From an optimization exercise on the open Yosys and OpenROAD flow, aimed at small area, a short achievable clock period and few clock cycles per item; shortcuts taken in it are not production practice. Only simulation tests tie the RTL to the original design; equivalence was not proved. In every run shown here, the design's own scripts or RTL, not TritonCTS, make the clock network. The clock port is modelled as an ideal driver, which makes a skipped or thinned clock tree look cheaper than it is; a real chip needs a root buffer or a tree. Power and IR drop assume default switching activity.

==> design.v <==
package desCtrlPkg;
   localparam int BlockW = 64;
   localparam int HalfW = 32;  
   localparam int KeyW = 64;  
   localparam int SubkeyW = 48;
   localparam int NumRounds = 16;
   localparam int RoundIdxW = 4;
   localparam int CdW = 56;  
   localparam int HalfCdW = 28;  
   typedef enum logic [2:0]
   {
      Idle,  
      Load,  
      Round,  
      Finish,  
      Done  
   } ctrlState;
endpackage
package desTablesPkg;
   localparam logic [447:0] ipTableV = {
      7'd58, 7'd50, 7'd42, 7'd34, 7'd26, 7'd18, 7'd10, 7'd2, 7'd60, 7'd52, 7'd44, 7'd36, 7'd28, 7'd20, 7'd12, 7'd4,
      7'd62, 7'd54, 7'd46, 7'd38, 7'd30, 7'd22, 7'd14, 7'd6, 7'd64, 7'd56, 7'd48, 7'd40, 7'd32, 7'd24, 7'd16, 7'd8,
      7'd57, 7'd49, 7'd41, 7'd33, 7'd25, 7'd17, 7'd9, 7'd1, 7'd59, 7'd51, 7'd43, 7'd35, 7'd27, 7'd19, 7'd11, 7'd3,
      7'd61, 7'd53, 7'd45, 7'd37, 7'd29, 7'd21, 7'd13, 7'd5, 7'd63, 7'd55, 7'd47, 7'd39, 7'd31, 7'd23, 7'd15, 7'd7};
   localparam logic [447:0] fpTableV = {
      7'd40, 7'd8, 7'd48, 7'd16, 7'd56, 7'd24, 7'd64, 7'd32, 7'd39, 7'd7, 7'd47, 7'd15, 7'd55, 7'd23, 7'd63, 7'd31,
      7'd38, 7'd6, 7'd46, 7'd14, 7'd54, 7'd22, 7'd62, 7'd30, 7'd37, 7'd5, 7'd45, 7'd13, 7'd53, 7'd21, 7'd61, 7'd29,
      7'd36, 7'd4, 7'd44, 7'd12, 7'd52, 7'd20, 7'd60, 7'd28, 7'd35, 7'd3, 7'd43, 7'd11, 7'd51, 7'd19, 7'd59, 7'd27,
      7'd34, 7'd2, 7'd42, 7'd10, 7'd50, 7'd18, 7'd58, 7'd26, 7'd33, 7'd1, 7'd41, 7'd9, 7'd49, 7'd17, 7'd57, 7'd25};
   localparam logic [335:0] eTableV = {
      7'd32, 7'd1, 7'd2, 7'd3, 7'd4, 7'd5, 7'd4, 7'd5, 7'd6, 7'd7, 7'd8, 7'd9, 7'd8, 7'd9, 7'd10, 7'd11,
      7'd12, 7'd13, 7'd12, 7'd13, 7'd14, 7'd15, 7'd16, 7'd17, 7'd16, 7'd17, 7'd18, 7'd19, 7'd20, 7'd21, 7'd20, 7'd21,
      7'd22, 7'd23, 7'd24, 7'd25, 7'd24, 7'd25, 7'd26, 7'd27, 7'd28, 7'd29, 7'd28, 7'd29, 7'd30, 7'd31, 7'd32, 7'd1};
   localparam logic [223:0] pTableV = {
      7'd16, 7'd7, 7'd20, 7'd21, 7'd29, 7'd12, 7'd28, 7'd17, 7'd1, 7'd15, 7'd23, 7'd26, 7'd5, 7'd18, 7'd31, 7'd10,
      7'd2, 7'd8, 7'd24, 7'd14, 7'd32, 7'd27, 7'd3, 7'd9, 7'd19, 7'd13, 7'd30, 7'd6, 7'd22, 7'd11, 7'd4, 7'd25};
   localparam logic [391:0] pc1TableV = {
      7'd57, 7'd49, 7'd41, 7'd33, 7'd25, 7'd17, 7'd9, 7'd1, 7'd58, 7'd50, 7'd42, 7'd34, 7'd26, 7'd18, 7'd10, 7'd2,
      7'd59, 7'd51, 7'd43, 7'd35, 7'd27, 7'd19, 7'd11, 7'd3, 7'd60, 7'd52, 7'd44, 7'd36, 7'd63, 7'd55, 7'd47, 7'd39,
      7'd31, 7'd23, 7'd15, 7'd7, 7'd62, 7'd54, 7'd46, 7'd38, 7'd30, 7'd22, 7'd14, 7'd6, 7'd61, 7'd53, 7'd45, 7'd37,
      7'd29, 7'd21, 7'd13, 7'd5, 7'd28, 7'd20, 7'd12, 7'd4};
   localparam logic [335:0] pc2TableV = {
      7'd14, 7'd17, 7'd11, 7'd24, 7'd1, 7'd5, 7'd3, 7'd28, 7'd15, 7'd6, 7'd21, 7'd10, 7'd23, 7'd19, 7'd12, 7'd4,
      7'd26, 7'd8, 7'd16, 7'd7, 7'd27, 7'd20, 7'd13, 7'd2, 7'd41, 7'd52, 7'd31, 7'd37, 7'd47, 7'd55, 7'd30, 7'd40,
      7'd51, 7'd45, 7'd33, 7'd48, 7'd44, 7'd49, 7'd39, 7'd56, 7'd34, 7'd53, 7'd46, 7'd42, 7'd50, 7'd36, 7'd29, 7'd32};
   localparam logic [111:0] shiftTableV = {
      7'd1, 7'd1, 7'd2, 7'd2, 7'd2, 7'd2, 7'd2, 7'd2, 7'd1, 7'd2, 7'd2, 7'd2, 7'd2, 7'd2, 7'd2, 7'd1};
   localparam logic [2047:0] sboxTableV = {
      4'd14, 4'd4, 4'd13, 4'd1, 4'd2, 4'd15, 4'd11, 4'd8, 4'd3, 4'd10, 4'd6, 4'd12, 4'd5, 4'd9, 4'd0, 4'd7,
      4'd0, 4'd15, 4'd7, 4'd4, 4'd14, 4'd2, 4'd13, 4'd1, 4'd10, 4'd6, 4'd12, 4'd11, 4'd9, 4'd5, 4'd3, 4'd8,
      4'd4, 4'd1, 4'd14, 4'd8, 4'd13, 4'd6, 4'd2, 4'd11, 4'd15, 4'd12, 4'd9, 4'd7, 4'd3, 4'd10, 4'd5, 4'd0,
      4'd15, 4'd12, 4'd8, 4'd2, 4'd4, 4'd9, 4'd1, 4'd7, 4'd5, 4'd11, 4'd3, 4'd14, 4'd10, 4'd0, 4'd6, 4'd13,
      4'd15, 4'd1, 4'd8, 4'd14, 4'd6, 4'd11, 4'd3, 4'd4, 4'd9, 4'd7, 4'd2, 4'd13, 4'd12, 4'd0, 4'd5, 4'd10,
      4'd3, 4'd13, 4'd4, 4'd7, 4'd15, 4'd2, 4'd8, 4'd14, 4'd12, 4'd0, 4'd1, 4'd10, 4'd6, 4'd9, 4'd11, 4'd5,
      4'd0, 4'd14, 4'd7, 4'd11, 4'd10, 4'd4, 4'd13, 4'd1, 4'd5, 4'd8, 4'd12, 4'd6, 4'd9, 4'd3, 4'd2, 4'd15,
      4'd13, 4'd8, 4'd10, 4'd1, 4'd3, 4'd15, 4'd4, 4'd2, 4'd11, 4'd6, 4'd7, 4'd12, 4'd0, 4'd5, 4'd14, 4'd9,
      4'd10, 4'd0, 4'd9, 4'd14, 4'd6, 4'd3, 4'd15, 4'd5, 4'd1, 4'd13, 4'd12, 4'd7, 4'd11, 4'd4, 4'd2, 4'd8,
      4'd13, 4'd7, 4'd0, 4'd9, 4'd3, 4'd4, 4'd6, 4'd10, 4'd2, 4'd8, 4'd5, 4'd14, 4'd12, 4'd11, 4'd15, 4'd1,
      4'd13, 4'd6, 4'd4, 4'd9, 4'd8, 4'd15, 4'd3, 4'd0, 4'd11, 4'd1, 4'd2, 4'd12, 4'd5, 4'd10, 4'd14, 4'd7,
      4'd1, 4'd10, 4'd13, 4'd0, 4'd6, 4'd9, 4'd8, 4'd7, 4'd4, 4'd15, 4'd14, 4'd3, 4'd11, 4'd5, 4'd2, 4'd12,
      4'd7, 4'd13, 4'd14, 4'd3, 4'd0, 4'd6, 4'd9, 4'd10, 4'd1, 4'd2, 4'd8, 4'd5, 4'd11, 4'd12, 4'd4, 4'd15,
      4'd13, 4'd8, 4'd11, 4'd5, 4'd6, 4'd15, 4'd0, 4'd3, 4'd4, 4'd7, 4'd2, 4'd12, 4'd1, 4'd10, 4'd14, 4'd9,
      4'd10, 4'd6, 4'd9, 4'd0, 4'd12, 4'd11, 4'd7, 4'd13, 4'd15, 4'd1, 4'd3, 4'd14, 4'd5, 4'd2, 4'd8, 4'd4,
      4'd3, 4'd15, 4'd0, 4'd6, 4'd10, 4'd1, 4'd13, 4'd8, 4'd9, 4'd4, 4'd5, 4'd11, 4'd12, 4'd7, 4'd2, 4'd14,
      4'd2, 4'd12, 4'd4, 4'd1, 4'd7, 4'd10, 4'd11, 4'd6, 4'd8, 4'd5, 4'd3, 4'd15, 4'd13, 4'd0, 4'd14, 4'd9,
      4'd14, 4'd11, 4'd2, 4'd12, 4'd4, 4'd7, 4'd13, 4'd1, 4'd5, 4'd0, 4'd15, 4'd10, 4'd3, 4'd9, 4'd8, 4'd6,
      4'd4, 4'd2, 4'd1, 4'd11, 4'd10, 4'd13, 4'd7, 4'd8, 4'd15, 4'd9, 4'd12, 4'd5, 4'd6, 4'd3, 4'd0, 4'd14,
      4'd11, 4'd8, 4'd12, 4'd7, 4'd1, 4'd14, 4'd2, 4'd13, 4'd6, 4'd15, 4'd0, 4'd9, 4'd10, 4'd4, 4'd5, 4'd3,
      4'd12, 4'd1, 4'd10, 4'd15, 4'd9, 4'd2, 4'd6, 4'd8, 4'd0, 4'd13, 4'd3, 4'd4, 4'd14, 4'd7, 4'd5, 4'd11,
      4'd10, 4'd15, 4'd4, 4'd2, 4'd7, 4'd12, 4'd9, 4'd5, 4'd6, 4'd1, 4'd13, 4'd14, 4'd0, 4'd11, 4'd3, 4'd8,
      4'd9, 4'd14, 4'd15, 4'd5, 4'd2, 4'd8, 4'd12, 4'd3, 4'd7, 4'd0, 4'd4, 4'd10, 4'd1, 4'd13, 4'd11, 4'd6,
      4'd4, 4'd3, 4'd2, 4'd12, 4'd9, 4'd5, 4'd15, 4'd10, 4'd11, 4'd14, 4'd1, 4'd7, 4'd6, 4'd0, 4'd8, 4'd13,
      4'd4, 4'd11, 4'd2, 4'd14, 4'd15, 4'd0, 4'd8, 4'd13, 4'd3, 4'd12, 4'd9, 4'd7, 4'd5, 4'd10, 4'd6, 4'd1,
      4'd13, 4'd0, 4'd11, 4'd7, 4'd4, 4'd9, 4'd1, 4'd10, 4'd14, 4'd3, 4'd5, 4'd12, 4'd2, 4'd15, 4'd8, 4'd6,
      4'd1, 4'd4, 4'd11, 4'd13, 4'd12, 4'd3, 4'd7, 4'd14, 4'd10, 4'd15, 4'd6, 4'd8, 4'd0, 4'd5, 4'd9, 4'd2,
      4'd6, 4'd11, 4'd13, 4'd8, 4'd1, 4'd4, 4'd10, 4'd7, 4'd9, 4'd5, 4'd0, 4'd15, 4'd14, 4'd2, 4'd3, 4'd12,
      4'd13, 4'd2, 4'd8, 4'd4, 4'd6, 4'd15, 4'd11, 4'd1, 4'd10, 4'd9, 4'd3, 4'd14, 4'd5, 4'd0, 4'd12, 4'd7,
      4'd1, 4'd15, 4'd13, 4'd8, 4'd10, 4'd3, 4'd7, 4'd4, 4'd12, 4'd5, 4'd6, 4'd11, 4'd0, 4'd14, 4'd9, 4'd2,
      4'd7, 4'd11, 4'd4, 4'd1, 4'd9, 4'd12, 4'd14, 4'd2, 4'd0, 4'd6, 4'd10, 4'd13, 4'd15, 4'd3, 4'd5, 4'd8,
      4'd2, 4'd1, 4'd14, 4'd7, 4'd4, 4'd10, 4'd8, 4'd13, 4'd15, 4'd12, 4'd9, 4'd0, 4'd3, 4'd5, 4'd6, 4'd11};
endpackage
module desSbox #(
   parameter int boxIdx = 0
) (
   input logic [5:0] sIn,
   output logic [3:0] sOut
);
   logic [3:0] s1;
   logic [3:0] s2;
   logic [3:0] s3;
   logic [3:0] s4;
   logic [3:0] s5;
   logic [3:0] s6;
   logic [3:0] s7;
   logic [3:0] s8;
   always_comb
   begin
      case (sIn)
         6'd0: s1 = 4'd14;
         6'd1: s1 = 4'd0;
         6'd2: s1 = 4'd4;
         6'd3: s1 = 4'd15;
         6'd4: s1 = 4'd13;
         6'd5: s1 = 4'd7;
         6'd6: s1 = 4'd1;
         6'd7: s1 = 4'd4;
         6'd8: s1 = 4'd2;
         6'd9: s1 = 4'd14;
         6'd10: s1 = 4'd15;
         6'd11: s1 = 4'd2;
         6'd12: s1 = 4'd11;
         6'd13: s1 = 4'd13;
         6'd14: s1 = 4'd8;
         6'd15: s1 = 4'd1;
         6'd16: s1 = 4'd3;
         6'd17: s1 = 4'd10;
         6'd18: s1 = 4'd10;
         6'd19: s1 = 4'd6;
         6'd20: s1 = 4'd6;
         6'd21: s1 = 4'd12;
         6'd22: s1 = 4'd12;
         6'd23: s1 = 4'd11;
         6'd24: s1 = 4'd5;
         6'd25: s1 = 4'd9;
         6'd26: s1 = 4'd9;
         6'd27: s1 = 4'd5;
         6'd28: s1 = 4'd0;
         6'd29: s1 = 4'd3;
         6'd30: s1 = 4'd7;
         6'd31: s1 = 4'd8;
         6'd32: s1 = 4'd4;
         6'd33: s1 = 4'd15;
         6'd34: s1 = 4'd1;
         6'd35: s1 = 4'd12;
         6'd36: s1 = 4'd14;
         6'd37: s1 = 4'd8;
         6'd38: s1 = 4'd8;
         6'd39: s1 = 4'd2;
         6'd40: s1 = 4'd13;
         6'd41: s1 = 4'd4;
         6'd42: s1 = 4'd6;
         6'd43: s1 = 4'd9;
         6'd44: s1 = 4'd2;
         6'd45: s1 = 4'd1;
         6'd46: s1 = 4'd11;
         6'd47: s1 = 4'd7;
         6'd48: s1 = 4'd15;
         6'd49: s1 = 4'd5;
         6'd50: s1 = 4'd12;
         6'd51: s1 = 4'd11;
         6'd52: s1 = 4'd9;
         6'd53: s1 = 4'd3;
         6'd54: s1 = 4'd7;
         6'd55: s1 = 4'd14;
         6'd56: s1 = 4'd3;
         6'd57: s1 = 4'd10;
         6'd58: s1 = 4'd10;
         6'd59: s1 = 4'd0;
         6'd60: s1 = 4'd5;
         6'd61: s1 = 4'd6;
         6'd62: s1 = 4'd0;
         6'd63: s1 = 4'd13;
         default: s1 = 4'd0;
      endcase
   end
   always_comb
   begin
      case (sIn)
         6'd0: s2 = 4'd15;
         6'd1: s2 = 4'd3;
         6'd2: s2 = 4'd1;
         6'd3: s2 = 4'd13;
         6'd4: s2 = 4'd8;
         6'd5: s2 = 4'd4;
         6'd6: s2 = 4'd14;
         6'd7: s2 = 4'd7;
         6'd8: s2 = 4'd6;
         6'd9: s2 = 4'd15;
         6'd10: s2 = 4'd11;
         6'd11: s2 = 4'd2;
         6'd12: s2 = 4'd3;
         6'd13: s2 = 4'd8;
         6'd14: s2 = 4'd4;
         6'd15: s2 = 4'd14;
         6'd16: s2 = 4'd9;
         6'd17: s2 = 4'd12;
         6'd18: s2 = 4'd7;
         6'd19: s2 = 4'd0;
         6'd20: s2 = 4'd2;
         6'd21: s2 = 4'd1;
         6'd22: s2 = 4'd13;
         6'd23: s2 = 4'd10;
         6'd24: s2 = 4'd12;
         6'd25: s2 = 4'd6;
         6'd26: s2 = 4'd0;
         6'd27: s2 = 4'd9;
         6'd28: s2 = 4'd5;
         6'd29: s2 = 4'd11;
         6'd30: s2 = 4'd10;
         6'd31: s2 = 4'd5;
         6'd32: s2 = 4'd0;
         6'd33: s2 = 4'd13;
         6'd34: s2 = 4'd14;
         6'd35: s2 = 4'd8;
         6'd36: s2 = 4'd7;
         6'd37: s2 = 4'd10;
         6'd38: s2 = 4'd11;
         6'd39: s2 = 4'd1;
         6'd40: s2 = 4'd10;
         6'd41: s2 = 4'd3;
         6'd42: s2 = 4'd4;
         6'd43: s2 = 4'd15;
         6'd44: s2 = 4'd13;
         6'd45: s2 = 4'd4;
         6'd46: s2 = 4'd1;
         6'd47: s2 = 4'd2;
         6'd48: s2 = 4'd5;
         6'd49: s2 = 4'd11;
         6'd50: s2 = 4'd8;
         6'd51: s2 = 4'd6;
         6'd52: s2 = 4'd12;
         6'd53: s2 = 4'd7;
         6'd54: s2 = 4'd6;
         6'd55: s2 = 4'd12;
         6'd56: s2 = 4'd9;
         6'd57: s2 = 4'd0;
         6'd58: s2 = 4'd3;
         6'd59: s2 = 4'd5;
         6'd60: s2 = 4'd2;
         6'd61: s2 = 4'd14;
         6'd62: s2 = 4'd15;
         6'd63: s2 = 4'd9;
         default: s2 = 4'd0;
      endcase
   end
   always_comb
   begin
      case (sIn)
         6'd0: s3 = 4'd10;
         6'd1: s3 = 4'd13;
         6'd2: s3 = 4'd0;
         6'd3: s3 = 4'd7;
         6'd4: s3 = 4'd9;
         6'd5: s3 = 4'd0;
         6'd6: s3 = 4'd14;
         6'd7: s3 = 4'd9;
         6'd8: s3 = 4'd6;
         6'd9: s3 = 4'd3;
         6'd10: s3 = 4'd3;
         6'd11: s3 = 4'd4;
         6'd12: s3 = 4'd15;
         6'd13: s3 = 4'd6;
         6'd14: s3 = 4'd5;
         6'd15: s3 = 4'd10;
         6'd16: s3 = 4'd1;
         6'd17: s3 = 4'd2;
         6'd18: s3 = 4'd13;
         6'd19: s3 = 4'd8;
         6'd20: s3 = 4'd12;
         6'd21: s3 = 4'd5;
         6'd22: s3 = 4'd7;
         6'd23: s3 = 4'd14;
         6'd24: s3 = 4'd11;
         6'd25: s3 = 4'd12;
         6'd26: s3 = 4'd4;
         6'd27: s3 = 4'd11;
         6'd28: s3 = 4'd2;
         6'd29: s3 = 4'd15;
         6'd30: s3 = 4'd8;
         6'd31: s3 = 4'd1;
         6'd32: s3 = 4'd13;
         6'd33: s3 = 4'd1;
         6'd34: s3 = 4'd6;
         6'd35: s3 = 4'd10;
         6'd36: s3 = 4'd4;
         6'd37: s3 = 4'd13;
         6'd38: s3 = 4'd9;
         6'd39: s3 = 4'd0;
         6'd40: s3 = 4'd8;
         6'd41: s3 = 4'd6;
         6'd42: s3 = 4'd15;
         6'd43: s3 = 4'd9;
         6'd44: s3 = 4'd3;
         6'd45: s3 = 4'd8;
         6'd46: s3 = 4'd0;
         6'd47: s3 = 4'd7;
         6'd48: s3 = 4'd11;
         6'd49: s3 = 4'd4;
         6'd50: s3 = 4'd1;
         6'd51: s3 = 4'd15;
         6'd52: s3 = 4'd2;
         6'd53: s3 = 4'd14;
         6'd54: s3 = 4'd12;
         6'd55: s3 = 4'd3;
         6'd56: s3 = 4'd5;
         6'd57: s3 = 4'd11;
         6'd58: s3 = 4'd10;
         6'd59: s3 = 4'd5;
         6'd60: s3 = 4'd14;
         6'd61: s3 = 4'd2;
         6'd62: s3 = 4'd7;
         6'd63: s3 = 4'd12;
         default: s3 = 4'd0;
      endcase
   end
   always_comb
   begin
      case (sIn)
         6'd0: s4 = 4'd7;
         6'd1: s4 = 4'd13;
         6'd2: s4 = 4'd13;
         6'd3: s4 = 4'd8;
         6'd4: s4 = 4'd14;
         6'd5: s4 = 4'd11;
         6'd6: s4 = 4'd3;
         6'd7: s4 = 4'd5;
         6'd8: s4 = 4'd0;
         6'd9: s4 = 4'd6;
         6'd10: s4 = 4'd6;
         6'd11: s4 = 4'd15;
         6'd12: s4 = 4'd9;
         6'd13: s4 = 4'd0;
         6'd14: s4 = 4'd10;
         6'd15: s4 = 4'd3;
         6'd16: s4 = 4'd1;
         6'd17: s4 = 4'd4;
         6'd18: s4 = 4'd2;
         6'd19: s4 = 4'd7;
         6'd20: s4 = 4'd8;
         6'd21: s4 = 4'd2;
         6'd22: s4 = 4'd5;
         6'd23: s4 = 4'd12;
         6'd24: s4 = 4'd11;
         6'd25: s4 = 4'd1;
         6'd26: s4 = 4'd12;
         6'd27: s4 = 4'd10;
         6'd28: s4 = 4'd4;
         6'd29: s4 = 4'd14;
         6'd30: s4 = 4'd15;
         6'd31: s4 = 4'd9;
         6'd32: s4 = 4'd10;
         6'd33: s4 = 4'd3;
         6'd34: s4 = 4'd6;
         6'd35: s4 = 4'd15;
         6'd36: s4 = 4'd9;
         6'd37: s4 = 4'd0;
         6'd38: s4 = 4'd0;
         6'd39: s4 = 4'd6;
         6'd40: s4 = 4'd12;
         6'd41: s4 = 4'd10;
         6'd42: s4 = 4'd11;
         6'd43: s4 = 4'd1;
         6'd44: s4 = 4'd7;
         6'd45: s4 = 4'd13;
         6'd46: s4 = 4'd13;
         6'd47: s4 = 4'd8;
         6'd48: s4 = 4'd15;
         6'd49: s4 = 4'd9;
         6'd50: s4 = 4'd1;
         6'd51: s4 = 4'd4;
         6'd52: s4 = 4'd3;
         6'd53: s4 = 4'd5;
         6'd54: s4 = 4'd14;
         6'd55: s4 = 4'd11;
         6'd56: s4 = 4'd5;
         6'd57: s4 = 4'd12;
         6'd58: s4 = 4'd2;
         6'd59: s4 = 4'd7;
         6'd60: s4 = 4'd8;
         6'd61: s4 = 4'd2;
         6'd62: s4 = 4'd4;
         6'd63: s4 = 4'd14;
         default: s4 = 4'd0;
      endcase
   end
   always_comb
   begin
      case (sIn)
         6'd0: s5 = 4'd2;
         6'd1: s5 = 4'd14;
         6'd2: s5 = 4'd12;
         6'd3: s5 = 4'd11;
         6'd4: s5 = 4'd4;
         6'd5: s5 = 4'd2;
         6'd6: s5 = 4'd1;
         6'd7: s5 = 4'd12;
         6'd8: s5 = 4'd7;
         6'd9: s5 = 4'd4;
         6'd10: s5 = 4'd10;
         6'd11: s5 = 4'd7;
         6'd12: s5 = 4'd11;
         6'd13: s5 = 4'd13;
         6'd14: s5 = 4'd6;
         6'd15: s5 = 4'd1;
         6'd16: s5 = 4'd8;
         6'd17: s5 = 4'd5;
         6'd18: s5 = 4'd5;
         6'd19: s5 = 4'd0;
         6'd20: s5 = 4'd3;
         6'd21: s5 = 4'd15;
         6'd22: s5 = 4'd15;
         6'd23: s5 = 4'd10;
         6'd24: s5 = 4'd13;
         6'd25: s5 = 4'd3;
         6'd26: s5 = 4'd0;
         6'd27: s5 = 4'd9;
         6'd28: s5 = 4'd14;
         6'd29: s5 = 4'd8;
         6'd30: s5 = 4'd9;
         6'd31: s5 = 4'd6;
         6'd32: s5 = 4'd4;
         6'd33: s5 = 4'd11;
         6'd34: s5 = 4'd2;
         6'd35: s5 = 4'd8;
         6'd36: s5 = 4'd1;
         6'd37: s5 = 4'd12;
         6'd38: s5 = 4'd11;
         6'd39: s5 = 4'd7;
         6'd40: s5 = 4'd10;
         6'd41: s5 = 4'd1;
         6'd42: s5 = 4'd13;
         6'd43: s5 = 4'd14;
         6'd44: s5 = 4'd7;
         6'd45: s5 = 4'd2;
         6'd46: s5 = 4'd8;
         6'd47: s5 = 4'd13;
         6'd48: s5 = 4'd15;
         6'd49: s5 = 4'd6;
         6'd50: s5 = 4'd9;
         6'd51: s5 = 4'd15;
         6'd52: s5 = 4'd12;
         6'd53: s5 = 4'd0;
         6'd54: s5 = 4'd5;
         6'd55: s5 = 4'd9;
         6'd56: s5 = 4'd6;
         6'd57: s5 = 4'd10;
         6'd58: s5 = 4'd3;
         6'd59: s5 = 4'd4;
         6'd60: s5 = 4'd0;
         6'd61: s5 = 4'd5;
         6'd62: s5 = 4'd14;
         6'd63: s5 = 4'd3;
         default: s5 = 4'd0;
      endcase
   end
   always_comb
   begin
      case (sIn)
         6'd0: s6 = 4'd12;
         6'd1: s6 = 4'd10;
         6'd2: s6 = 4'd1;
         6'd3: s6 = 4'd15;
         6'd4: s6 = 4'd10;
         6'd5: s6 = 4'd4;
         6'd6: s6 = 4'd15;
         6'd7: s6 = 4'd2;
         6'd8: s6 = 4'd9;
         6'd9: s6 = 4'd7;
         6'd10: s6 = 4'd2;
         6'd11: s6 = 4'd12;
         6'd12: s6 = 4'd6;
         6'd13: s6 = 4'd9;
         6'd14: s6 = 4'd8;
         6'd15: s6 = 4'd5;
         6'd16: s6 = 4'd0;
         6'd17: s6 = 4'd6;
         6'd18: s6 = 4'd13;
         6'd19: s6 = 4'd1;
         6'd20: s6 = 4'd3;
         6'd21: s6 = 4'd13;
         6'd22: s6 = 4'd4;
         6'd23: s6 = 4'd14;
         6'd24: s6 = 4'd14;
         6'd25: s6 = 4'd0;
         6'd26: s6 = 4'd7;
         6'd27: s6 = 4'd11;
         6'd28: s6 = 4'd5;
         6'd29: s6 = 4'd3;
         6'd30: s6 = 4'd11;
         6'd31: s6 = 4'd8;
         6'd32: s6 = 4'd9;
         6'd33: s6 = 4'd4;
         6'd34: s6 = 4'd14;
         6'd35: s6 = 4'd3;
         6'd36: s6 = 4'd15;
         6'd37: s6 = 4'd2;
         6'd38: s6 = 4'd5;
         6'd39: s6 = 4'd12;
         6'd40: s6 = 4'd2;
         6'd41: s6 = 4'd9;
         6'd42: s6 = 4'd8;
         6'd43: s6 = 4'd5;
         6'd44: s6 = 4'd12;
         6'd45: s6 = 4'd15;
         6'd46: s6 = 4'd3;
         6'd47: s6 = 4'd10;
         6'd48: s6 = 4'd7;
         6'd49: s6 = 4'd11;
         6'd50: s6 = 4'd0;
         6'd51: s6 = 4'd14;
         6'd52: s6 = 4'd4;
         6'd53: s6 = 4'd1;
         6'd54: s6 = 4'd10;
         6'd55: s6 = 4'd7;
         6'd56: s6 = 4'd1;
         6'd57: s6 = 4'd6;
         6'd58: s6 = 4'd13;
         6'd59: s6 = 4'd0;
         6'd60: s6 = 4'd11;
         6'd61: s6 = 4'd8;
         6'd62: s6 = 4'd6;
         6'd63: s6 = 4'd13;
         default: s6 = 4'd0;
      endcase
   end
   always_comb
   begin
      case (sIn)
         6'd0: s7 = 4'd4;
         6'd1: s7 = 4'd13;
         6'd2: s7 = 4'd11;
         6'd3: s7 = 4'd0;
         6'd4: s7 = 4'd2;
         6'd5: s7 = 4'd11;
         6'd6: s7 = 4'd14;
         6'd7: s7 = 4'd7;
         6'd8: s7 = 4'd15;
         6'd9: s7 = 4'd4;
         6'd10: s7 = 4'd0;
         6'd11: s7 = 4'd9;
         6'd12: s7 = 4'd8;
         6'd13: s7 = 4'd1;
         6'd14: s7 = 4'd13;
         6'd15: s7 = 4'd10;
         6'd16: s7 = 4'd3;
         6'd17: s7 = 4'd14;
         6'd18: s7 = 4'd12;
         6'd19: s7 = 4'd3;
         6'd20: s7 = 4'd9;
         6'd21: s7 = 4'd5;
         6'd22: s7 = 4'd7;
         6'd23: s7 = 4'd12;
         6'd24: s7 = 4'd5;
         6'd25: s7 = 4'd2;
         6'd26: s7 = 4'd10;
         6'd27: s7 = 4'd15;
         6'd28: s7 = 4'd6;
         6'd29: s7 = 4'd8;
         6'd30: s7 = 4'd1;
         6'd31: s7 = 4'd6;
         6'd32: s7 = 4'd1;
         6'd33: s7 = 4'd6;
         6'd34: s7 = 4'd4;
         6'd35: s7 = 4'd11;
         6'd36: s7 = 4'd11;
         6'd37: s7 = 4'd13;
         6'd38: s7 = 4'd13;
         6'd39: s7 = 4'd8;
         6'd40: s7 = 4'd12;
         6'd41: s7 = 4'd1;
         6'd42: s7 = 4'd3;
         6'd43: s7 = 4'd4;
         6'd44: s7 = 4'd7;
         6'd45: s7 = 4'd10;
         6'd46: s7 = 4'd14;
         6'd47: s7 = 4'd7;
         6'd48: s7 = 4'd10;
         6'd49: s7 = 4'd9;
         6'd50: s7 = 4'd15;
         6'd51: s7 = 4'd5;
         6'd52: s7 = 4'd6;
         6'd53: s7 = 4'd0;
         6'd54: s7 = 4'd8;
         6'd55: s7 = 4'd15;
         6'd56: s7 = 4'd0;
         6'd57: s7 = 4'd14;
         6'd58: s7 = 4'd5;
         6'd59: s7 = 4'd2;
         6'd60: s7 = 4'd9;
         6'd61: s7 = 4'd3;
         6'd62: s7 = 4'd2;
         6'd63: s7 = 4'd12;
         default: s7 = 4'd0;
      endcase
   end
   always_comb
   begin
      case (sIn)
         6'd0: s8 = 4'd13;
         6'd1: s8 = 4'd1;
         6'd2: s8 = 4'd2;
         6'd3: s8 = 4'd15;
         6'd4: s8 = 4'd8;
         6'd5: s8 = 4'd13;
         6'd6: s8 = 4'd4;
         6'd7: s8 = 4'd8;
         6'd8: s8 = 4'd6;
         6'd9: s8 = 4'd10;
         6'd10: s8 = 4'd15;
         6'd11: s8 = 4'd3;
         6'd12: s8 = 4'd11;
         6'd13: s8 = 4'd7;
         6'd14: s8 = 4'd1;
         6'd15: s8 = 4'd4;
         6'd16: s8 = 4'd10;
         6'd17: s8 = 4'd12;
         6'd18: s8 = 4'd9;
         6'd19: s8 = 4'd5;
         6'd20: s8 = 4'd3;
         6'd21: s8 = 4'd6;
         6'd22: s8 = 4'd14;
         6'd23: s8 = 4'd11;
         6'd24: s8 = 4'd5;
         6'd25: s8 = 4'd0;
         6'd26: s8 = 4'd0;
         6'd27: s8 = 4'd14;
         6'd28: s8 = 4'd12;
         6'd29: s8 = 4'd9;
         6'd30: s8 = 4'd7;
         6'd31: s8 = 4'd2;
         6'd32: s8 = 4'd7;
         6'd33: s8 = 4'd2;
         6'd34: s8 = 4'd11;
         6'd35: s8 = 4'd1;
         6'd36: s8 = 4'd4;
         6'd37: s8 = 4'd14;
         6'd38: s8 = 4'd1;
         6'd39: s8 = 4'd7;
         6'd40: s8 = 4'd9;
         6'd41: s8 = 4'd4;
         6'd42: s8 = 4'd12;
         6'd43: s8 = 4'd10;
         6'd44: s8 = 4'd14;
         6'd45: s8 = 4'd8;
         6'd46: s8 = 4'd2;
         6'd47: s8 = 4'd13;
         6'd48: s8 = 4'd0;
         6'd49: s8 = 4'd15;
         6'd50: s8 = 4'd6;
         6'd51: s8 = 4'd12;
         6'd52: s8 = 4'd10;
         6'd53: s8 = 4'd9;
         6'd54: s8 = 4'd13;
         6'd55: s8 = 4'd0;
         6'd56: s8 = 4'd15;
         6'd57: s8 = 4'd3;
         6'd58: s8 = 4'd3;
         6'd59: s8 = 4'd5;
         6'd60: s8 = 4'd5;
         6'd61: s8 = 4'd6;
         6'd62: s8 = 4'd8;
         6'd63: s8 = 4'd11;
         default: s8 = 4'd0;
      endcase
   end
   always_comb
   begin
      case (boxIdx)
         0: sOut = s1;
         1: sOut = s2;
         2: sOut = s3;
         3: sOut = s4;
         4: sOut = s5;
         5: sOut = s6;
         6: sOut = s7;
         7: sOut = s8;
         default: sOut = 4'd0;
      endcase
   end
endmodule
module desRoundFunction (
   input logic [desCtrlPkg::HalfW-1:0] rightHalf,
   input logic [desCtrlPkg::SubkeyW-1:0] subkey,
   output logic [desCtrlPkg::HalfW-1:0] fOut
);
   localparam int HalfW = desCtrlPkg::HalfW;
   localparam int SubkeyW = desCtrlPkg::SubkeyW;
   localparam logic [335:0] eTableV = desTablesPkg::eTableV;
   localparam logic [223:0] pTableV = desTablesPkg::pTableV;
   localparam int NumBoxes = 8;
   logic [SubkeyW-1:0] expanded;
   logic [SubkeyW-1:0] mixed;
   logic [HalfW-1:0] sCat;
   always_comb
   begin
      for (int i = 0; i < SubkeyW; i++)
      begin
         expanded[SubkeyW-1-i] = rightHalf[HalfW - eTableV[7*(47 - (i)) +: 7]];
      end
   end
   assign mixed = expanded ^ subkey;  
   for (genvar k = 0; k < NumBoxes; k++)
   begin : gBox
      desSbox #(
         .boxIdx(k)
      ) uSbox (
         .sIn(mixed[SubkeyW-1-6*k -: 6]),
         .sOut(sCat[HalfW-1-4*k -: 4])
      );
   end
   always_comb
   begin
      for (int i = 0; i < HalfW; i++)
      begin
         fOut[HalfW-1-i] = sCat[HalfW - pTableV[7*(31 - (i)) +: 7]];
      end
   end
endmodule
module desKeySchedule (
   input logic clk,
   input logic load,
   input logic shiftOne,
   input logic decrypt,
   input logic [desCtrlPkg::KeyW-1:0] key,
   output logic [desCtrlPkg::SubkeyW-1:0] subkey
);
   localparam int KeyW = desCtrlPkg::KeyW;
   localparam int SubkeyW = desCtrlPkg::SubkeyW;
   localparam int CdW = desCtrlPkg::CdW;
   localparam int HalfCdW = desCtrlPkg::HalfCdW;
   localparam logic [391:0] pc1TableV = desTablesPkg::pc1TableV;
   localparam logic [335:0] pc2TableV = desTablesPkg::pc2TableV;
   logic [CdW-1:0] pc1Out;
   logic [HalfCdW-1:0] c0, d0;
   logic [HalfCdW-1:0] cReg, dReg;
   logic [CdW-1:0] cdCur;
   logic decryptQ;
   always_comb
   begin
      for (int i = 0; i < CdW; i++)
      begin
         pc1Out[CdW-1-i] = key[KeyW - pc1TableV[7*(55 - (i)) +: 7]];
      end
   end
   assign c0 = pc1Out[CdW-1:HalfCdW];
   assign d0 = pc1Out[HalfCdW-1:0];
   logic selLoadDec, selLoadEnc, selL1, selL2, selR1, selR2;
   assign selLoadDec = load & decrypt;
   assign selLoadEnc = load & ~decrypt;
   assign selL1 = ~load & ~decryptQ & shiftOne;
   assign selL2 = ~load & ~decryptQ & ~shiftOne;
   assign selR1 = ~load & decryptQ & shiftOne;
   assign selR2 = ~load & decryptQ & ~shiftOne;
   function automatic logic [HalfCdW-1:0] nextHalf(input logic [HalfCdW-1:0] x,
      input logic [HalfCdW-1:0] y);
      nextHalf = ({HalfCdW{selLoadDec}} & y)
         | ({HalfCdW{selLoadEnc}} & {y[HalfCdW-2:0], y[HalfCdW-1]})
         | ({HalfCdW{selL1}} & {x[HalfCdW-2:0], x[HalfCdW-1]})
         | ({HalfCdW{selL2}} & {x[HalfCdW-3:0], x[HalfCdW-1:HalfCdW-2]})
         | ({HalfCdW{selR1}} & {x[0], x[HalfCdW-1:1]})
         | ({HalfCdW{selR2}} & {x[1:0], x[HalfCdW-1:2]});
   endfunction
   always_ff @(posedge clk)
   begin
      if (load)
         decryptQ <= decrypt;  
   end
   always_ff @(posedge clk)
   begin
      cReg <= nextHalf(cReg, c0);
      dReg <= nextHalf(dReg, d0);
   end
   assign cdCur = {cReg, dReg};
   always_comb
   begin
      for (int i = 0; i < SubkeyW; i++)
      begin
         subkey[SubkeyW-1-i] = cdCur[CdW - pc2TableV[7*(47 - (i)) +: 7]];
      end
   end
endmodule
module desDataPath (
   input logic clk,
   input logic load,
   input logic step,
   input logic hold,
   input logic [desCtrlPkg::BlockW-1:0] block,
   input logic [desCtrlPkg::HalfW-1:0] fOut,
   output logic [desCtrlPkg::HalfW-1:0] rightHalf,
   output logic [desCtrlPkg::BlockW-1:0] result
);
   localparam int BlockW = desCtrlPkg::BlockW;
   localparam int HalfW = desCtrlPkg::HalfW;
   localparam logic [447:0] ipTableV = desTablesPkg::ipTableV;
   localparam logic [447:0] fpTableV = desTablesPkg::fpTableV;
   logic [BlockW-1:0] ipOut;
   logic [BlockW-1:0] fpIn;
   logic [HalfW-1:0] lReg, rReg;
   always_comb
   begin
      for (int i = 0; i < BlockW; i++)
      begin
         ipOut[BlockW-1-i] = block[BlockW - ipTableV[7*(63 - (i)) +: 7]];
      end
   end
   logic [HalfW-1:0] rBase;
   assign rBase = ({HalfW{load}} & ipOut[HalfW-1:0])
      | ({HalfW{step}} & lReg)
      | ({HalfW{hold}} & rReg);
   always_ff @(posedge clk)
   begin
      lReg <= ({HalfW{load}} & ipOut[BlockW-1:HalfW])
         | ({HalfW{step}} & rReg)
         | ({HalfW{hold}} & lReg);
      rReg <= rBase ^ ({HalfW{step}} & fOut);  
   end
   assign fpIn = {rReg, lReg};  
   always_comb
   begin
      for (int i = 0; i < BlockW; i++)
      begin
         result[BlockW-1-i] = fpIn[BlockW - fpTableV[7*(63 - (i)) +: 7]];
      end
   end
   assign rightHalf = rReg;
endmodule
module desControl (
   input logic clk,
   input logic rstN,
   input logic req,
   output logic ack,
   output logic load,
   output logic step,
   output logic hold,
   output logic shiftOne
);
   logic idleQ;
   logic runQ;
   logic doneQ;
   logic [3:0] roundCnt;
   always_ff @(posedge clk)
   begin
      if (!rstN)
      begin
         idleQ <= 1'b1;
         runQ <= 1'b0;
         doneQ <= 1'b0;
      end
      else
      begin
         if (idleQ && req)
         begin
            idleQ <= 1'b0;
            runQ <= 1'b1;
         end
         if (runQ && roundCnt == 4'd15)
         begin
            runQ <= 1'b0;
            doneQ <= 1'b1;
         end
         if (doneQ && !req)
         begin
            doneQ <= 1'b0;  
            idleQ <= 1'b1;
         end
      end
   end
   always_ff @(posedge clk)
   begin
      if (!runQ)
         roundCnt <= '0;
      else
         roundCnt <= roundCnt + 1'b1;
   end
   assign load = idleQ;
   assign step = runQ;
   assign hold = doneQ;
   assign shiftOne = (roundCnt == 4'd0) || (roundCnt == 4'd7) || (roundCnt == 4'd14);
   assign ack = doneQ;
endmodule
module desCore (
   input logic clk,
   input logic rstN,
   input logic req,
   output logic ack,
   input logic decrypt,
   input logic [desCtrlPkg::BlockW-1:0] block,
   input logic [desCtrlPkg::KeyW-1:0] key,
   output logic [desCtrlPkg::BlockW-1:0] result
);
   localparam int HalfW = desCtrlPkg::HalfW;
   localparam int SubkeyW = desCtrlPkg::SubkeyW;
   logic load;
   logic step;
   logic hold;
   logic shiftOne;
   logic [SubkeyW-1:0] subkey;
   logic [HalfW-1:0] rightHalf;
   logic [HalfW-1:0] fOut;
   desControl uControl (
      .clk(clk),
      .rstN(rstN),
      .req(req),
      .ack(ack),
      .load(load),
      .step(step),
      .hold(hold),
      .shiftOne(shiftOne)
   );
   desKeySchedule uKeySchedule (
      .clk(clk),
      .load(load),
      .shiftOne(shiftOne),
      .decrypt(decrypt),
      .key(key),
      .subkey(subkey)
   );
   desRoundFunction uRoundFunction (
      .rightHalf(rightHalf),
      .subkey(subkey),
      .fOut(fOut)
   );
   desDataPath uDataPath (
      .clk(clk),
      .load(load),
      .step(step),
      .hold(hold),
      .block(block),
      .fOut(fOut),
      .rightHalf(rightHalf),
      .result(result)
   );
endmodule
==> flow/run.sh <==
#!/bin/bash
# ORFS layout through the standard.sh, with these changes:
#  - synthesis runs flow/synth.tcl (the standard flow's script with the ABC script of
#    flow/logic.abc, no adder extraction, no quick abc pass);
#  - plain buffers on the ports instead of the default delay-cell buffers;
#  - the make variables in flow/make_args (repair targets);
#  - a two-level balanced clock tree (flow/tree_cts.tcl, run as the PRE_CTS hook) in
#    place of TritonCTS's H-tree.
# Each tool's output goes to a log file in this folder.
set -euo pipefail
here=$(pwd)
export MY_ABC_SCRIPT=$here/flow/logic.abc
export PRE_CTS_TCL=$here/flow/tree_cts.tcl
export BUFFER_PORTS_ARGS="-buffer_cell sky130_fd_sc_hd__buf_1"
sed "s#SYNTH_SCRIPT=[^ ]*#SYNTH_SCRIPT=$here/flow/synth.tcl#" standard.sh > my_standard.sh
bash my_standard.sh $(cat flow/make_args) finish > standard.log 2>&1
==> flow/logic.abc <==
strash
dc2
dch -f
amap
topo
stime -c
==> flow/make_args <==
SETUP_SLACK_MARGIN=7
==> flow/synth.tcl <==
# The standard flow's synthesis (synth_recipe.tcl) with three changes: Yosys's quick
# abc pass inside synth is skipped, half/full adders are not extracted (so
# the final ABC run sees all the logic), and ABC runs the script named in
# MY_ABC_SCRIPT instead of ORFS's area script.
proc synth {args} { yosys synth -nofsm -noshare -noabc {*}$args }
proc extract_fa {args} { }
proc abc {args} {
  set i [lsearch -exact $args -script]
  if {$i >= 0} { lset args [expr {$i + 1}] $::env(MY_ABC_SCRIPT) }
  yosys abc {*}$args
}
source $::env(SCRIPTS_DIR)/synth.tcl
# left out here: clear keep_hierarchy, flatten, clean up, hide names made inside functions, write 1_2_yosys.v
==> flow/tree_cts.tcl <==
set block [ord::get_db_block]
set db [ord::get_db]
set root_master [$db findMaster sky130_fd_sc_hd__clkbuf_4]
set leaf_master [$db findMaster sky130_fd_sc_hd__clkbuf_16]
set clk_net [$block findNet clk]
set sinks {}
foreach it [$clk_net getITerms] {
  set bb [[$it getInst] getBBox]
  lappend sinks [list $it [expr {([$bb xMin] + [$bb xMax]) / 2}] [expr {([$bb yMin] + [$bb yMax]) / 2}]]
}
puts "tree_cts: [llength $sinks] clock sinks"

proc bisect {items depth axis} {
  if {$depth == 0} { return [list $items] }
  set sorted [lsort -integer -index $axis $items]
  set h [expr {[llength $sorted] / 2}]
  set next [expr {$axis == 1 ? 2 : 1}]
  return [concat [bisect [lrange $sorted 0 [expr {$h - 1}]] [expr {$depth - 1}] $next] \
                 [bisect [lrange $sorted $h end] [expr {$depth - 1}] $next]]
}

proc centre {pts} {
  set sx 0; set sy 0
  foreach p $pts { incr sx [lindex $p 1]; incr sy [lindex $p 2] }
  return [list [expr {$sx / [llength $pts]}] [expr {$sy / [llength $pts]}]]
}

proc add_buf {block master name in_net x y} {
  set net [odb::dbNet_create $block ${name}_net]
  $net setSigType CLOCK
  set buf [odb::dbInst_create $block $master $name]
  [$buf findITerm A] connect $in_net
  [$buf findITerm X] connect $net
  $buf setLocation $x $y
  $buf setPlacementStatus PLACED
  return $net
}

set leaves [bisect $sinks 3 1]
for {set r 0} {$r < 4} {incr r} {
  set ga [lindex $leaves [expr {2 * $r}]]
  set gb [lindex $leaves [expr {2 * $r + 1}]]
  lassign [centre [concat $ga $gb]] rx ry
  set root_net [add_buf $block $root_master clkbuf_root_$r $clk_net $rx $ry]
  foreach g [list $ga $gb] k {0 1} {
    lassign [centre $g] lx ly
    set leaf_net [add_buf $block $leaf_master clkbuf_leaf_${r}_$k $root_net $lx $ly]
    foreach s $g {
      set it [lindex $s 0]
      $it disconnect
      $it connect $leaf_net
    }
    puts "tree_cts: leaf ${r}_$k drives [llength $g] sinks"
  }
}
$clk_net setSigType CLOCK
global_connect
rename clock_tree_synthesis ""
proc clock_tree_synthesis {args} {
  puts "tree_cts: clock_tree_synthesis skipped (tree built in the PRE_CTS hook)"
  set_propagated_clock [all_clocks]
}
==> standard.sh <==
#!/bin/bash
# synth_recipe.tcl (not shown) runs the flow's synth.tcl, then flattens the netlist and writes it again
# the make line also repeats each setting of config.mk as NAME=value (left out here)
make -C /OpenROAD-flow-scripts/flow DESIGN_CONFIG=/design/flow/config.mk WORK_HOME=/design/flow/orfs CLKGATE_MAP_FILE= SYNTH_SCRIPT=/design/flow/synth_recipe.tcl "${@:-finish}"
==> config.mk <==
export PLATFORM = sky130hd
export DESIGN_NAME = desCore
export DESIGN_NICKNAME = desCore
export VERILOG_FILES = /design/flow/design.v
export SDC_FILE = /design/flow/constraint.sdc
export NUM_CORES = 4
export LEC_CHECK = 0
export ABC_AREA = 1
export CAP_MARGIN = 20
export CORE_MARGIN = 2
export CORE_UTILIZATION = 60
export SLEW_MARGIN = 20
==> constraint.sdc <==
create_clock -name core_clock -period 10.0 [get_ports {clk}]
set_input_delay 2.0000 -clock core_clock [delete_from_list [all_inputs] [get_ports {clk}]]
set_output_delay 2.0000 -clock core_clock [all_outputs]
set_load 0.01 [all_outputs]
==> metrics.md, run 1 <==
| Metric | Value |
|---|---|
| Status | complete, no violations |
| Register area | 2592 um^2 |
| Post-Synthesis Cells | 1358 |
| Fillers | 1253 |
| GRT overflow | 0 |
| Routability congestion estimate | 1.008 |
| Number of synthesized flops with an enable pin | 1 |
| Critical path's slowest cell | dfxtp_1 |
| Setup tns final | 0 ps |
| Via count | 11974 |
| Post-DP HPWL | 22410 um |
| Slew @ Worst Pin | 933.4 ps |
| FMAX | 332.1 MHz |
| Mapped Area | 9074 um^2 |
| Area growth from synthesis to layout | 18.64% |
| Placed insts | 1750 |
| Clk_skew | 16.45 ps |
| R2R cell count | 15 |
| Final setup viols | 0 |
| Final period util | 30.11% |
| Fin crit period | 3011 ps |
| DR WL/cell | 18.56 um |
| CP Class | flip-flop to output port |
| Die Wd | 127.0 um |
| Async set-reset flop share out of synthesis | 0% |
| Final Max Slew Viols | 0 |
| Worst Setup SP | uDataPath.rReg[11]$_DFF_P_ |
| Ant. Diodes | 0 |
| Crit-path max FO | 5 |
| Pwr dens | 238.2 nW/um^2 |
| DRC errors left | 0 |
| Fin. Hold Viols | 0 |
| Die area | 16120 um^2 |
| RR Endpoint | uDataPath.rReg[28]$_DFF_P_ |
| Max_cap viols | 0 |
| DRT Wirelength | 32770 um |
| Vias per cell | 6.780 |
| Top delay family on crit path | flip-flops |
| Skew-Pair Late Insertion Delay | 320 ps |
| RSZ-0062 raised after global routing | true |
| Slew headroom | 37.12% |
| Share of layout cells above drive strength 1 | 6.574% |
| Largest net degree at the start of global routing | 76 |
| Leakage | 3.649 nW |
| Floorplan row count | 44 |
| Multi-input combinational cell area | 5986 um^2 |
| Netlist cell types | 37 |
| GRT Overall Usage | 37.48% |
| Post-synthesis sequential area ratio | 28.35% |
| Worst hold slack | 462.5 ps |
| Syn Area/Cell | 6.682 um^2 |
| TritonRoute pass-1 iters | 19 |
| CP Capture Type | output port |
| WP depth | 1 |
| Fin cells | 1766 |
| Initial Utilization | 61.96% |
| ANT nets after route | 0 |
| Clock-pin slew on the worst setup and hold paths | 70 ps |
| CP Capture Point | result[34] |
| Req. time, crit path | 8000 ps |
| Max incr delay on CP | 500 ps |
| WP buf/inv | 1 |
| First-pass GRT wire length | 50880 um |
| Syn nets | 1490 |
| Worst EP arrival | 1010 ps |
| Register bit total from synthesis | 128 |
| Peak supply drop | 163.0 uV |
| Worst-path cell chain | buf_1 |
| 1st-iter DRT viols | 1931 |
| Yosys Warn Count | 12 |
| Worst Hold Class | flip-flop to flip-flop |
| Layout Nets | 1716 |
| Die span in y | 127.0 um |
| Antenna violations before repair | 0 |
| Reg2Reg Setup Slack | 7140 ps |
| Std-Cell Core Area | 14640 um^2 |
| Reg-to-Reg Start | uDataPath.rReg[8]$_DFF_P_ |
| Vias in the first global route | 10304 |
| Top_reg_cell synth | dfxtp_1 |
| Port-buffer cells | 188 |
| Io pins | 197 |
| Startpoint types | flip-flop |
==> cells in the mapped netlist (all sizes together), types with 18 or more instances <==
library cell / n / area, um^2
clkinv: 223 / 837.1
o22ai: 141 / 882.1
o221ai: 57 / 499.2
nor3: 51 / 255.2
a222oi: 48 / 480.5
dfxtp: 127 / 2542
nand2: 60 / 225.2
a22oi: 19 / 142.6
nor2: 296 / 1111
o21ai: 128 / 640.6
a21oi: 78 / 390.4
a31oi: 18 / 112.6
==> metal layers <==
metal	up-vias	share of wire, %	wire length, um	global-route usage [%]
met5	-	0	0	0
met2	845	44	14430	60.75
li1	5600	-	-	-
met3	139	11	3623	3.350
met4	0	4.3	1403	12.93
met1	5390	41	13320	52.64
==> area by class of cell <==
cell class / count / area share [%]
Multi-Input combinational cell: 1010 / 55.60
Sequential cell: 128 / 24.08
Timing Repair Buffer: 209 / 8.113
Inverter: 223 / 7.927
Buffer: 12 / 2.139
Tap cell: 184 / 2.139
==> state kept, by name, indices dropped and copies added (netlist names) <==
signal                 flops
uDataPath.lReg            32
uDataPath.rReg            32
uKeySchedule.cReg         28
uKeySchedule.dReg         28
uControl.roundCnt          4
uControl.doneQ             1
uControl.idleQ             1
uControl.runQ              1
uKeySchedule.decryptQ      1
==> stage by stage <==
| stage | power (mW) | cell area [um^2] | setup WS [ps] | utilization (%) |
|---|---|---|---|---|
| floorplan | 1.718 | 9100 | 6883 | - |
| global placement | 2.094 | 10200 | 6384 | 69.67 |
| detailed placement | 2.107 | 10200 | 6336 | 69.67 |
| CTS | 2.454 | 10540 | 6908 | 71.98 |
| global route | 2.752 | 10770 | 6920 | 73.51 |
| finish | 2.564 | 10770 | 6989 | 73.51 |
==> worst min path at each step <==
stage	startpoint	to	slack (ps)	cells after the start
2_1_floorplan	uControl.roundCnt[0]$_SDFF_PN0_	uControl.roundCnt[0]$_SDFF_PN0_	410	1
3_3_place_gp	uControl.roundCnt[0]$_SDFF_PN0_	uControl.roundCnt[0]$_SDFF_PN0_	420	1
3_5_place_dp	uControl.roundCnt[0]$_SDFF_PN0_	uControl.roundCnt[0]$_SDFF_PN0_	450	1
4_1_cts	uControl.roundCnt[0]$_SDFF_PN0_	uControl.roundCnt[0]$_SDFF_PN0_	470	1
5_1_grt	uControl.roundCnt[0]$_SDFF_PN0_	uControl.roundCnt[0]$_SDFF_PN0_	510	1
6_report	uControl.roundCnt[0]$_SDFF_PN0_	uControl.roundCnt[0]$_SDFF_PN0_	460	1
==> logic make-up after synthesis <==
group / after synthesis / share of synthesized area [%]
and+or+nand+nor: 440 / 19.82
DFF: 128 / 28.35
AOI/OAI and AO/OA: 562 / 42.13
buffers and inverters: 223 / 9.225
xor gates and xnor gates: 5 / 0.4826
==> cells in the final DEF, fill, tap and decap left out, types with 6 or more instances in the layout <==
cell type  count
a211oi_1       6
a21oi_1       77
a222oi_1      48
a22oi_1       19
a31oi_1       18
buf_1        186
buf_4         19
clkbuf_16      8
clkinv_1     212
dfxtp_1      111
dfxtp_2       16
inv_2          6
nand2_1       59
nor2_1       287
nor2_2         7
nor3_1        51
o21ai_0      123
o221a_1       13
o221ai_1      57
o22a_1         8
o22ai_1      125
o22ai_2        7
o22ai_4        9
o311a_1        6
o32a_1         9
or4_1          9
==> power by group <==
group	switching (mW)	internal, mW	total (mW)
registers	0.112	0.608	0.720
logic	0.987	0.525	1.51
clock network	0.170	0.161	0.331
==> what timing repair did <==
item | CTS | global route
buffers inserted | 0 | 1
gates cloned | 2 | 1
hold buffers | 0 | 0
resized for setup | 22 | 59
pin swaps | 1 | 4
endpoints found under the setup margin | 58 | 55
Testbench counts, summed over its fixed seeds: cycles 7,680, items 384.
==> inputs of run 2 (changes only) <==
==> flow/make_args (replaced) <==
SETUP_SLACK_MARGIN=7.15
--- a/flow/tree_cts.tcl
+++ b/flow/tree_cts.tcl
@@ -1,7 +1,7 @@
 set block [ord::get_db_block]
 set db [ord::get_db]
 set root_master [$db findMaster sky130_fd_sc_hd__clkbuf_4]
-set leaf_master [$db findMaster sky130_fd_sc_hd__clkbuf_16]
+set leaf_master [$db findMaster sky130_fd_sc_hd__clkbuf_8]
 set clk_net [$block findNet clk]
 set sinks {}
 foreach it [$clk_net getITerms] {
==> run 2 against run 1 <==
Critical path depth unchanged. Synthesized cell count unchanged. Sequential power down 2%. Setup slack better by 140 ps. First-iteration DRC count up 7.4%. Largest power group unchanged. Global-route usage up 2.9 points. Synthesized area unchanged. Still clean on timing, DRC and antenna.
==> metrics.md, run 2 <==
| Metric | Value |
|---|---|
| GRT Overall Usage | 40.37% |
| Leakage | 4.127 nW |
| Hold EP | uControl.roundCnt[0]$_SDFF_PN0_ |
| Vias per cell | 6.986 |
| Worst EP arrival | 870 ps |
| Pwr dens | 235.0 nW/um^2 |
| Max incr delay on CP | 390 ps |
| DR WL/cell | 20.30 um |
| Slew headroom | 32.53% |
| Register bit total from synthesis | 128 |
| Post-Synthesis Cells | 1358 |
| Peak supply drop | 134.0 uV |
| Netlist cell types | 37 |
| Clock share of power | 9.7% |
| Worst hold start | uControl.roundCnt[0]$_SDFF_PN0_ |
| Post-synthesis sequential area ratio | 28.35% |
| Top delay family on crit path | flip-flops |
| Routability congestion estimate | 0.9845 |
| Fin. Hold Viols | 0 |
| Reg-to-Reg Start | uControl.idleQ$_SDFFE_PP1P_ |
| Fin cells | 1818 |
| First-pass GRT wire length | 54370 um |
| Die span in y | 127.0 um |
| Largest registers | uDataPath.lReg (32), uDataPath.rReg (32) |
| GRT overflow | 0 |
| ANT nets after route | 0 |
| Io pins | 197 |
| Setup tns final | 0 ps |
| Number of synthesized flops with an enable pin | 1 |
| Crit-path max FO | 3 |
| Area leader, netlist | dfxtp_1 |
| Switching part of the total | 50.01% |
| Final setup viols | 0 |
| Syn Area/Cell | 6.682 um^2 |
| Floorplan row count | 44 |
| Async set-reset flop share out of synthesis | 0% |
| Critical path's slowest cell | dfxtp_1 |
| Layout Nets | 1768 |
| Skew-Pair Late Insertion Delay | 330 ps |
| Syn nets | 1490 |
| Sequential group share of total power | 26.3% |
| Post-DP HPWL | 22240 um |
| Clock-pin slew on the worst setup and hold paths | 100 ps |
| WP depth | 1 |
| DRC errors left | 0 |
| Largest net degree at the start of global routing | 76 |
| RSZ-0062 raised after global routing | true |
| Fin crit period | 2869 ps |
| Status | complete, no violations |
| Clk_skew | 20.83 ps |
| Synth area leaders | dfxtp_1 (28%), nor2_1 (12%), o22ai_1 (9.7%) |
| Share of layout cells above drive strength 1 | 17.32% |
| Reg2Reg Setup Slack | 7220 ps |
| 1st-iter DRT viols | 2074 |
| Port-buffer cells | 188 |
| Std-Cell Core Area | 14640 um^2 |
| Top_reg_cell synth | dfxtp_1 |
| CP Class | flip-flop to output port |
| Most common cell after layout, fill and taps aside | nor2_1 |
| Area growth from synthesis to layout | 26.59% |
| Hold Crit Depth | 1 |
| Vias in the first global route | 10725 |
| R2R cell count | 6 |
| Ant. Diodes | 0 |
| Die Wd | 127.0 um |
| Startpoint types | flip-flop |
| Initial Utilization | 61.96% |
| Final core occ | 78.43% |
| Via count | 12701 |
| Count leader, synth | nor2_1 |
| CP Capture Type | output port |
| FMAX | 348.6 MHz |
| Max_cap viols | 0 |
| Logic pwr share | 64.1% |
| DRT Wirelength | 36900 um |
| Worst Hold Class | flip-flop to flip-flop |
| Yosys Warn Count | 12 |
| Commonest non-fill, non-tap cells in the layout | nor2_1 (281), clkinv_1 (208), o22ai_1 (124), buf_1 (123), o21ai_0 (115) |
| Slew @ Worst Pin | 1012 ps |
| Antenna violations before repair | 1 |
| Req. time, crit path | 8000 ps |
| CTS Hold Bufs | 0 |
| Mapped Area | 9074 um^2 |
| TritonRoute pass-1 iters | 11 |
| RR Endpoint | uKeySchedule.dReg[3]$_DFF_P_ |
| Synth cell count leaders | nor2_1 (296), clkinv_1 (223), o22ai_1 (141) |
| Internal power | 1.349 mW |
| Worst-path cell chain | clkbuf_2 |
| Switching power total | 1.350 mW |
| Die area | 16120 um^2 |
| Final period util | 28.69% |
| Final Max Slew Viols | 0 |
| Placed insts | 1748 |
| Top cell type's share of synthesized area | 28.02% |
| WP buf/inv | 1 |
## run 2: cell types whose count changed in the layout (fill, tap and decap cells not counted), moves of 13 or more
| cell | change |
|---|---|
| dfxtp_4 | +34 |
| dfxtp_1 | -46 |
| clkbuf_2 | +13 |
| buf_2 | +41 |
| buf_4 | +46 |
| buf_1 | -63 |
## run 2: cell families after synthesis
group,count (synthesis),share of synthesized area (%)
compound gates,562,42.13
simple gates,440,19.82
buf+inv,223,9.225
flops,128,28.35
xor+xnor,5,0.4826
## run 2: layer usage
metal / up-vias / part of all wire (%) / GRT usage (%)
met2: 1117 / 44 / 63.98
met1: 5645 / 37 / 54.65
met5: - / 0.035 / 0
li1: 5720 / - / -
met3: 217 / 14 / 7.705
met4: 2 / 5.6 / 15.77
## run 2: final cells by class
type / instances / area, um^2
buffer: 12 / 140.1
sequential: 128 / 2735
timing repair buffer: 258 / 1430
multi-input combinational: 1013 / 6098
inverter: 223 / 852.1
tap: 184 / 230.2
fill: 1134 / 3158
## run 2: how the worst max path moves through the flow
| stage | end | slack [ps] | startpoint |
|---|---|---|---|
| floorplan | uKeySchedule.cReg[7]$_DFF_P_ | 6880 | decrypt |
| global placement | uKeySchedule.cReg[7]$_DFF_P_ | 6310 | decrypt |
| detailed placement | uKeySchedule.cReg[7]$_DFF_P_ | 6320 | decrypt |
| CTS | result[56] | 7040 | uDataPath.rReg[0]$_DFF_P_ |
| global route | uDataPath.rReg[4]$_DFF_P_ | 7060 | uDataPath.rReg[23]$_DFF_P_ |
| finish | result[43] | 7130 | uDataPath.lReg[10]$_DFF_P_ |
## run 2: repair_timing
action | in CTS | in global routing
setup endpoints to repair | 138 | 95
buffers inserted | 23 | 29
gates cloned | 4 | 2
pin swaps | 1 | 9
gates resized for setup | 144 | 121
## run 2: per-stage QoR
step	power, mW	setup slack (ps)	hold WS (ps)	instance area (um^2)
detailed placement	2.102	6323	438.8	10200
floorplan	1.717	6883	407.1	9119
finish	2.699	7131	468.1	11490
global route	2.865	7064	507.0	11490
global placement	2.088	6314	420.2	10180
CTS	2.466	7041	462.3	10900
## run 2: power groups by stage
stage | sequential [mW] | clock [mW] | combinational (mW)
after CTS | 0.701 | 0.255 | 1.51
after global placement | 0.706 | 0 | 1.38
after detailed placement | 0.709 | 0 | 1.39
final | 0.709 | 0.261 | 1.73
after floorplan | 0.712 | 0 | 1.01
after global routing | 0.716 | 0.274 | 1.88
==> inputs of run 3 (changes only) <==
==> flow/make_args (replaced) <==
SETUP_SLACK_MARGIN=7
==> run 3 against run 2 <==
Critical path type unchanged. Synthesized cell count unchanged. Highest routed layer is now met4. Largest cell class unchanged. Setup slack got worse by 120 ps. Cell count is 2.9% lower.
==> metrics.md, run 3 <==
| Metric | Value |
|---|---|
| Status | complete, no violations |
| Synth Area in XOR/XNOR | 0.4826% |
| Async set-reset flop share out of synthesis | 0% |
| Vias in the first global route | 10221 |
| Synth Area in Compound Gates | 42.13% |
| Top cell type's share of synthesized area | 28.02% |
| Commonest non-fill, non-tap cells in the layout | nor2_1 (288), clkinv_1 (215), buf_1 (186), o22ai_1 (126), o21ai_0 (122) |
| R2R cell count | 6 |
| Count leader, synth | nor2_1 |
| CP Class | flip-flop to output port |
| Std-Cell Core Area | 14640 um^2 |
| Largest registers | uDataPath.lReg (32), uDataPath.rReg (32) |
| Area growth from synthesis to layout | 17.54% |
| Fin. Hold Viols | 0 |
| Die span in y | 127.0 um |
| Setup WS post-layout | 7015 ps |
| Worst Setup SP | uDataPath.rReg[22]$_DFF_P_ |
| Synth cell count leaders | nor2_1 (296), clkinv_1 (223), o22ai_1 (141) |
| Worst-path cell chain | buf_1 |
| First-pass GRT wire length | 50180 um |
| Initial Utilization | 61.96% |
| Layout Nets | 1716 |
| Antenna violations before repair | 0 |
| 1st-iter DRT viols | 2014 |
| Routability congestion estimate | 1.008 |
| Peak supply drop | 142.1 uV |
| Clock-pin slew on the worst setup and hold paths | 100 ps |
| Setup slack at placement | 6336 ps |
| Slew headroom | 41.30% |
| Main combinational cell family by area after synthesis | compound AO/OA/AOI/OAI gates |
| Die Wd | 127.0 um |
| Reg2Reg Setup Slack | 7160 ps |
| GRT overflow | 0 |
| DRT Wirelength | 32730 um |
| Hold Crit Depth | 1 |
| Worst hold start | uControl.roundCnt[0]$_SDFF_PN0_ |
| Crit-path max FO | 5 |
| RSZ-0062 raised after global routing | true |
| Slew @ Worst Pin | 880.5 ps |
| Die area | 16120 um^2 |
| Syn Area/Cell | 6.682 um^2 |
| Leakage | 3.605 nW |
| Setup tns final | 0 ps |
| WP buf/inv | 1 |
| Floorplan row count | 44 |
| Worst Hold Class | flip-flop to flip-flop |
| Top delay family on crit path | flip-flops |
| TritonRoute pass-1 iters | 10 |
| Post-synthesis sequential area ratio | 28.35% |
| Multiplexer share of the synthesized area | 0% |
| Largest net degree at the start of global routing | 76 |
| Syn nets | 1490 |
| Hold EP | uControl.roundCnt[0]$_SDFF_PN0_ |
| Vias per cell | 6.784 |
| DRC errors left | 0 |
| Total power | 2.477 mW |
| Pwr dens | 232.2 nW/um^2 |
| Final setup viols | 0 |
| Post-DP HPWL | 22410 um |
| FMAX | 335.0 MHz |
| Adder-cell share of the synthesized area | 0% |
| Yosys Warn Count | 12 |
| CP Capture Type | output port |
| GRT Overall Usage | 37.05% |
| Final Max Slew Viols | 0 |
| Req. time, crit path | 8000 ps |
| Fraction of the mapped netlist area in simple logic gates | 19.82% |
| Worst hold slack | 487.8 ps |
| Synth area leaders | dfxtp_1 (28%), nor2_1 (12%), o22ai_1 (9.7%) |
| Reg-to-Reg Start | uDataPath.rReg[3]$_DFF_P_ |
| WP depth | 1 |
| Most common cell after layout, fill and taps aside | nor2_1 |
| Fin crit period | 2985 ps |
| Register bit total from synthesis | 128 |
| Via count | 11981 |
| Max_cap viols | 0 |
| Max incr delay on CP | 500 ps |
| Final period util | 29.85% |
| Critical path's slowest cell | dfxtp_1 |
| Ant. Diodes | 0 |
| Worst EP arrival | 990 ps |
| Top_reg_cell synth | dfxtp_1 |
| Setup Buffers After CTS | 0 |
| Port-buffer cells | 188 |
| Number of synthesized flops with an enable pin | 1 |
| Netlist cell types | 37 |
| ANT nets after route | 0 |
| Startpoint types | flip-flop |
| DR WL/cell | 18.53 um |
| RR Endpoint | uDataPath.rReg[5]$_DFF_P_ |
| Skew-Pair Late Insertion Delay | 320 ps |
| Area leader, netlist | dfxtp_1 |
| Io pins | 197 |
| Share of layout cells above drive strength 1 | 6.637% |
| Post-Synthesis Cells | 1358 |
| Mapped Area | 9074 um^2 |
| Clk_skew | 22.74 ps |
| Final core occ | 72.83% |
## run 3: cell counts after synthesis
Identical to the previous run, type by type.
## run 3: area by class of cell
type / instances / area, um^2
plain buffers: 12 / 140.1
fillers: 1269 / 3979
inverters: 223 / 845.8
multi-input cells: 1011 / 5984
flip-flops and latches: 128 / 2599
well taps: 184 / 230.2
repair buffers: 208 / 865.8
## run 3: power breakdown
part           internal [mW]  total, mW  leakage (nW)  switching (mW)
logic                  0.522       1.50          2.45           0.980
registers              0.609      0.720          1.08           0.111
clock network         0.0924      0.254        0.0759           0.162
## run 3: kinds of logic after synthesis
| group | count (synthesis) |
|---|---|
| compound gates | 562 |
| xor+xnor | 5 |
| flops | 128 |
| simple gates | 440 |
| buf+inv | 223 |
## run 3: worst max path at each step
stage / to
after floorplan: uKeySchedule.cReg[7]$_DFF_P_
after global placement: uKeySchedule.cReg[7]$_DFF_P_
after detailed placement: uKeySchedule.cReg[7]$_DFF_P_
after CTS: uDataPath.rReg[0]$_DFF_P_
after global routing: uDataPath.rReg[28]$_DFF_P_
final: result[12]
## run 3: worst reg2reg max path, stage by stage (launching register included)
cell	delay, ps
dfxtp_1	460
clkinv_1	170
o22ai_1	720
clkinv_1	470
or3_1	470
a31oi_1	330
o21ai_0	120
## run 3: metrics by stage
| stage | instances | cell area (um^2) |
|---|---|---|
| 2_1_floorplan | 1358 | 9100 |
| 3_3_place_gp | 1750 | 10200 |
| 3_5_place_dp | 1750 | 10200 |
| 4_1_cts | 1764 | 10450 |
| 5_1_grt | 1766 | 10670 |
| 6_report | 1766 | 10670 |
## run 3: metal layers
| layer | global-route usage, % | up-vias | wire, um |
|---|---|---|---|
| met1 | 51.75 | 5373 | 12840 |
| met5 | 0 | - | 0 |
| met2 | 59.46 | 890 | 14640 |
| li1 | - | 5606 | - |
| met3 | 4.648 | 112 | 4070 |
| met4 | 12.67 | 0 | 1187 |
## run 3: repair_timing
action / 4_1_cts / 5_1_grt
pin swaps: 1 / 3
cloned: 2 / 2
endpoints found under the setup margin: 57 / 56
hold buffers: 0 / 0
resized for setup: 22 / 60

## afterwards: timing with drivers on the ports
The results above use ideal ports. As a check the final layouts listed here were re-extracted and re-timed, cells and wires unchanged.
Step 1 (the two cells are an assumption about what drives the block):
set clk [get_ports {clk}]
set_driving_cell -lib_cell sky130_fd_sc_hd__clkbuf_16 $clk
set_driving_cell -lib_cell sky130_fd_sc_hd__buf_2 [delete_from_list [all_inputs] $clk]
Step 2 times the ports against the registers' clock, not the clock port: input delays grow and output delays shrink by t, the midpoint of the rising clock arrivals with the driver on.
Three values: no drivers, after step 1, after step 2; two values: the first two.
| run | shift t [ns] | slack for setup (ns) | worst setup path after step 2 |
|---|---|---|---|
| run 1 | 0.388 | 6.989 / 6.916 / 6.668 | input to register |
| run 2 | 0.398 | 7.131 / 7.053 / 6.796 | input to register |
| run 3 | 0.385 | 7.015 / 6.941 / 6.694 | input to register |
After both steps setup and hold are still met in every run listed. The setup slack of run 2, which loses most, moves by -0.078 ns with the drivers and by -0.335 ns with both steps.
